From an optimization exercise on the open Yosys and OpenROAD flow, aimed at small area; shortcuts taken in it are not production practice.
Function was checked by simulation only, so behaviour that the tests miss may differ from the original.

## v6
==> module bullet_pool, before the edit <==
module bullet_pool
(
	input  logic       CLK,
	input  logic       RESET,
	input  logic [5:0] tick_cnt,
	input  logic       started,
	input  logic       fire_take,
	input  logic [1:0] weapon,
	input  logic [3:0] heading,
	input  logic       hit,
	output logic       probe_valid,
	output logic [3:0] probe_heading,
	output logic [8:0] probe_dist,
	output logic [1:0] probe_weapon
);
	localparam int NA = 16;
	localparam int NB = 4;
	localparam logic [7:0] DOOMED = 8'd64;
	logic [11:0] ring_a [NA];
	logic [11:0] ring_b [NB];
	logic [3:0] shot_head;
	logic [1:0] shot_wpn;
	logic [2:0] kidx;       
	logic       swept;      
	logic        sweep;
	logic        in_b;
	logic [11:0] cur;
	logic [7:0]  code;
	logic        fill;
	logic        is_free;
	logic [7:0]  pcode;
	logic        last;
	logic [7:0]  ncode;
	logic [11:0] wr;
	function automatic logic [3:0] shot_ofs(logic [2:0] k);
		case (k)
			3'd0:    shot_ofs = 4'd2;
			3'd1:    shot_ofs = 4'd14;
			3'd2:    shot_ofs = 4'd1;
			3'd3:    shot_ofs = 4'd15;
			default: shot_ofs = 4'd0;
		endcase
	endfunction
	function automatic logic [2:0] first_shot(logic [1:0] w);
		case (w)
			2'd0:    first_shot = 3'd0;
			2'd1:    first_shot = 3'd2;
			default: first_shot = 3'd4;
		endcase
	endfunction
	function automatic logic [7:0] first_code(logic [1:0] w);
		case (w)
			2'd0:    first_code = 8'd1;
			2'd1:    first_code = 8'd65;
			default: first_code = 8'd161;
		endcase
	endfunction
	function automatic logic [1:0] code_wpn(logic [7:0] c);
		if (c[7] && (c[6] || c[5]))
			code_wpn = 2'd2;
		else if (c[7] || c[6])
			code_wpn = 2'd1;
		else
			code_wpn = 2'd0;
	endfunction
	function automatic logic [8:0] code_dist(logic [7:0] c);
		case (code_wpn(c))
			2'd0:    code_dist = 9'(7 * {3'd0, c[5:0]});
			2'd1:    code_dist = 9'(5 * {1'b0, c} + 192);
			default: code_dist = 9'({c[6:0], 2'b00} + 9'd384);
		endcase
	endfunction
	function automatic logic [8:0] range_of(logic [3:0] h);
		if (h[1:0] == 2'b00)
			range_of = 9'd240;
		else if (!h[0])
			range_of = 9'd340;
		else
			range_of = 9'd260;
	endfunction
	assign sweep = started && (tick_cnt >= 6'd3) && (tick_cnt <= 6'd22);
	assign in_b = (tick_cnt >= 6'd19);
	assign cur = in_b ? ring_b[0] : ring_a[0];
	assign code = cur[11:4];
	assign is_free = !swept || (code == 8'd0);    
	assign fill = is_free && (kidx < 3'd5);
	always_comb begin
		if (fill) begin
			probe_valid = sweep;
			probe_heading = shot_head + shot_ofs(kidx);
			pcode = first_code(shot_wpn);
		end else begin
			probe_valid = sweep && !is_free && (code != DOOMED);
			probe_heading = cur[3:0];
			pcode = code;
		end
		probe_weapon = code_wpn(pcode);
		probe_dist = code_dist(pcode);
	end
	assign last = (probe_dist >= range_of(probe_heading));
	assign ncode = last ? DOOMED : pcode + 8'd1;
	assign wr = {(probe_valid && !hit) ? ncode : 8'd0, probe_heading};
	always_ff @(posedge CLK) begin
		for (int i = 0; i < NA - 1; i++)
			ring_a[i] <= ring_a[i + 1];
		for (int i = 0; i < NB - 1; i++)
			ring_b[i] <= ring_b[i + 1];
		ring_a[NA - 1] <= (sweep && !in_b) ? wr : ring_a[0];
		ring_b[NB - 1] <= (sweep && in_b) ? wr : ring_b[0];
	end
	always_ff @(posedge CLK) begin
		if (RESET)
			swept <= 1'b0;
		else if (started && tick_cnt == 6'd23)
			swept <= 1'b1;
	end
	always_ff @(posedge CLK) begin
		if (started && tick_cnt == 6'd0) begin
			shot_head <= heading;
			shot_wpn <= weapon;
			kidx <= fire_take ? first_shot(weapon) : 3'd5;
		end else if (sweep && fill) begin
			kidx <= kidx + 3'd1;
		end
	end
endmodule
==> module shooter_top, before the edit <==
module shooter_top #(
	parameter int TICK_CYCLES = 64,
	parameter int BULLET_SLOTS = 20,
	parameter int ENEMY_SLOTS = 8
) (
	input  logic                   CLK,
	input  logic                   RESET,
	input  logic                   fire,
	input  logic                   rotate_cw,
	input  logic                   rotate_ccw,
	input  logic                   weapon_switch,
	output shooter_pkg::heading_t  heading,
	output logic [1:0] weapon,
	output shooter_pkg::bcd_score_t score_bcd,
	output logic                   kill,
	output logic [1:0]  kill_type,
	output logic                   step_done
);
	logic       fire_pending;
	logic       fire_take;
	logic [5:0] tick_cnt;
	logic       started;
	logic       probe_valid;
	logic [3:0] probe_heading;
	logic [8:0] probe_dist;
	logic [1:0] probe_weapon;
	logic       hit;
	pilot_controls u_pilot_controls (
		.CLK(CLK), .RESET(RESET),
		.fire(fire), .rotate_cw(rotate_cw), .rotate_ccw(rotate_ccw),
		.weapon_switch(weapon_switch), .fire_take(fire_take),
		.heading(heading), .weapon(weapon), .fire_pending(fire_pending)
	);
	step_sequencer u_step_sequencer (
		.CLK(CLK), .RESET(RESET),
		.tick_cnt(tick_cnt), .started(started), .step_done(step_done)
	);
	assign fire_take = started && (tick_cnt == 6'd0) && fire_pending;
	bullet_pool u_bullet_pool (
		.CLK(CLK), .RESET(RESET), .tick_cnt(tick_cnt), .started(started),
		.fire_take(fire_take), .weapon(weapon), .heading(heading), .hit(hit),
		.probe_valid(probe_valid), .probe_heading(probe_heading),
		.probe_dist(probe_dist), .probe_weapon(probe_weapon)
	);
	enemy_pool u_enemy_pool (
		.CLK(CLK), .RESET(RESET), .tick_cnt(tick_cnt), .started(started),
		.probe_valid(probe_valid), .probe_heading(probe_heading),
		.probe_dist(probe_dist), .probe_weapon(probe_weapon),
		.hit(hit), .kill(kill), .kill_type(kill_type)
	);
	score_keeper u_score_keeper (
		.CLK(CLK), .RESET(RESET),
		.fire_take(fire_take), .kill(kill), .kill_type(kill_type),
		.score_bcd(score_bcd)
	);
endmodule
==> flow/config.mk <==
export PLATFORM = sky130hd
export DESIGN_NAME = shooter_top
export DESIGN_NICKNAME = shooter_top
export VERILOG_FILES = /design/flow/design.v
export SDC_FILE = /design/flow/constraint.sdc
export NUM_CORES = 4
export LEC_CHECK = 0
export CAP_MARGIN = 20
export CORE_MARGIN = 2
export CORE_UTILIZATION = 60
export CTS_BUF_LIST = sky130_fd_sc_hd__clkbuf_8
export CTS_CLUSTER_DIAMETER = 50
export CTS_CLUSTER_SIZE = 20
export SLEW_MARGIN = 20
==> flow/constraint.sdc <==
create_clock -name core_clock -period 20.0 [get_ports {CLK}]
set_input_delay 4.0000 -clock core_clock [delete_from_list [all_inputs] [get_ports {CLK}]]
set_output_delay 4.0000 -clock core_clock [all_outputs]
set_load 0.01 [all_outputs]
standard.sh (not shown) runs the stock make flow with config.mk's settings and CLKGATE_MAP_FILE= SYNTH_SCRIPT=/design/flow/synth_recipe.tcl, a recipe that flattens the netlist after the stock synthesis.
==> flow/flow/run.sh <==
#!/bin/bash
# The standard layout with two changes: clock tree synthesis adds no dummy
# loads, and the port buffers are the smallest buffer. CTS_ARGS repeats
# config.mk's CTS_* values, which it replaces.
set -euo pipefail
export CTS_ARGS="-sink_clustering_enable -repair_clock_nets -sink_clustering_size 10 -sink_clustering_max_diameter 40 -buf_list sky130_fd_sc_hd__clkbuf_4 -dont_use_dummy_load"
export BUFFER_PORTS_ARGS="-buffer_cell sky130_fd_sc_hd__buf_1"
bash standard.sh > standard_flow.log 2>&1
Modified inputs, v7 compared to v6
--- a/flow/design.v
+++ b/flow/design.v
@@ -116,5 +116,4 @@
 (
 	input  logic       CLK,
-	input  logic       RESET,
 	input  logic [5:0] tick_cnt,
 	input  logic       started,
@@ -136,5 +135,4 @@
 	logic [1:0] shot_wpn;
 	logic [2:0] kidx;       
-	logic       swept;      
 	logic        sweep;
 	logic        in_b;
@@ -142,5 +140,4 @@
 	logic [7:0]  code;
 	logic        fill;
-	logic        is_free;
 	logic [7:0]  pcode;
 	logic        last;
@@ -197,6 +194,5 @@
 	assign cur = in_b ? ring_b[0] : ring_a[0];
 	assign code = cur[11:4];
-	assign is_free = !swept || (code == 8'd0);    
-	assign fill = is_free && (kidx < 3'd5);
+	assign fill = (code == 8'd0) && (kidx < 3'd5);
 	always_comb begin
 		if (fill) begin
@@ -205,5 +201,5 @@
 			pcode = first_code(shot_wpn);
 		end else begin
-			probe_valid = sweep && !is_free && (code != DOOMED);
+			probe_valid = sweep && (code != 8'd0) && (code != DOOMED);
 			probe_heading = cur[3:0];
 			pcode = code;
@@ -220,12 +216,11 @@
 		for (int i = 0; i < NB - 1; i++)
 			ring_b[i] <= ring_b[i + 1];
-		ring_a[NA - 1] <= (sweep && !in_b) ? wr : ring_a[0];
-		ring_b[NB - 1] <= (sweep && in_b) ? wr : ring_b[0];
-	end
-	always_ff @(posedge CLK) begin
-		if (RESET)
-			swept <= 1'b0;
-		else if (started && tick_cnt == 6'd23)
-			swept <= 1'b1;
+		if (!started) begin
+			ring_a[NA - 1] <= {8'd0, ring_a[0][3:0]};
+			ring_b[NB - 1] <= {8'd0, ring_b[0][3:0]};
+		end else begin
+			ring_a[NA - 1] <= (sweep && !in_b) ? wr : ring_a[0];
+			ring_b[NB - 1] <= (sweep && in_b) ? wr : ring_b[0];
+		end
 	end
 	always_ff @(posedge CLK) begin
@@ -499,5 +494,5 @@
 	assign fire_take = started && (tick_cnt == 6'd0) && fire_pending;
 	bullet_pool u_bullet_pool (
-		.CLK(CLK), .RESET(RESET), .tick_cnt(tick_cnt), .started(started),
+		.CLK(CLK), .tick_cnt(tick_cnt), .started(started),
 		.fire_take(fire_take), .weapon(weapon), .heading(heading), .hit(hit),
 		.probe_valid(probe_valid), .probe_heading(probe_heading),
==> comparison <==
- Routed wire in v7 totals less than in v6.
- Against v6 as the reference, v7 delivers a higher worst hold slack after final layout.
- The highest cell delay on the worst timing path in v7 was lower than what v6 gave.
- Setup total negative slack across v6 and v7: no real change.
- | setup clock skew after layout | v7 vs v6 | 0.053 ns lower |

-- port drivers added, routing unchanged --
How much do the figures lean on ideal ports? The routed layouts below were timed once more, with nothing changed but the port constraints. Step 1 (the two cells are an assumption about what drives the block):
set clk [get_ports {CLK}]
set_driving_cell -lib_cell sky130_fd_sc_hd__clkbuf_16 $clk
set_driving_cell -lib_cell sky130_fd_sc_hd__buf_2 [delete_from_list [all_inputs] $clk]
Step 2 moves the port delays by t, midway between the first and last clock arrival at a register: inputs arrive t later, outputs are due t later. That takes back most of the time a late clock gives input paths. Three values: no drivers, after step 1, after step 2; two values: the first two.
run | t, ns | slack for setup (ns) | worst hold slack (ns) | worst setup path at the end
v6 | 0.719 | 5.085 / 5.040 / 5.759 | 0.241 / 0.241 / 0.241 | register to output
v7 | 0.730 | 4.728 / 4.684 / 5.414 | 0.312 / 0.312 / 0.312 | register to output
After both steps every run listed still meets setup and hold.
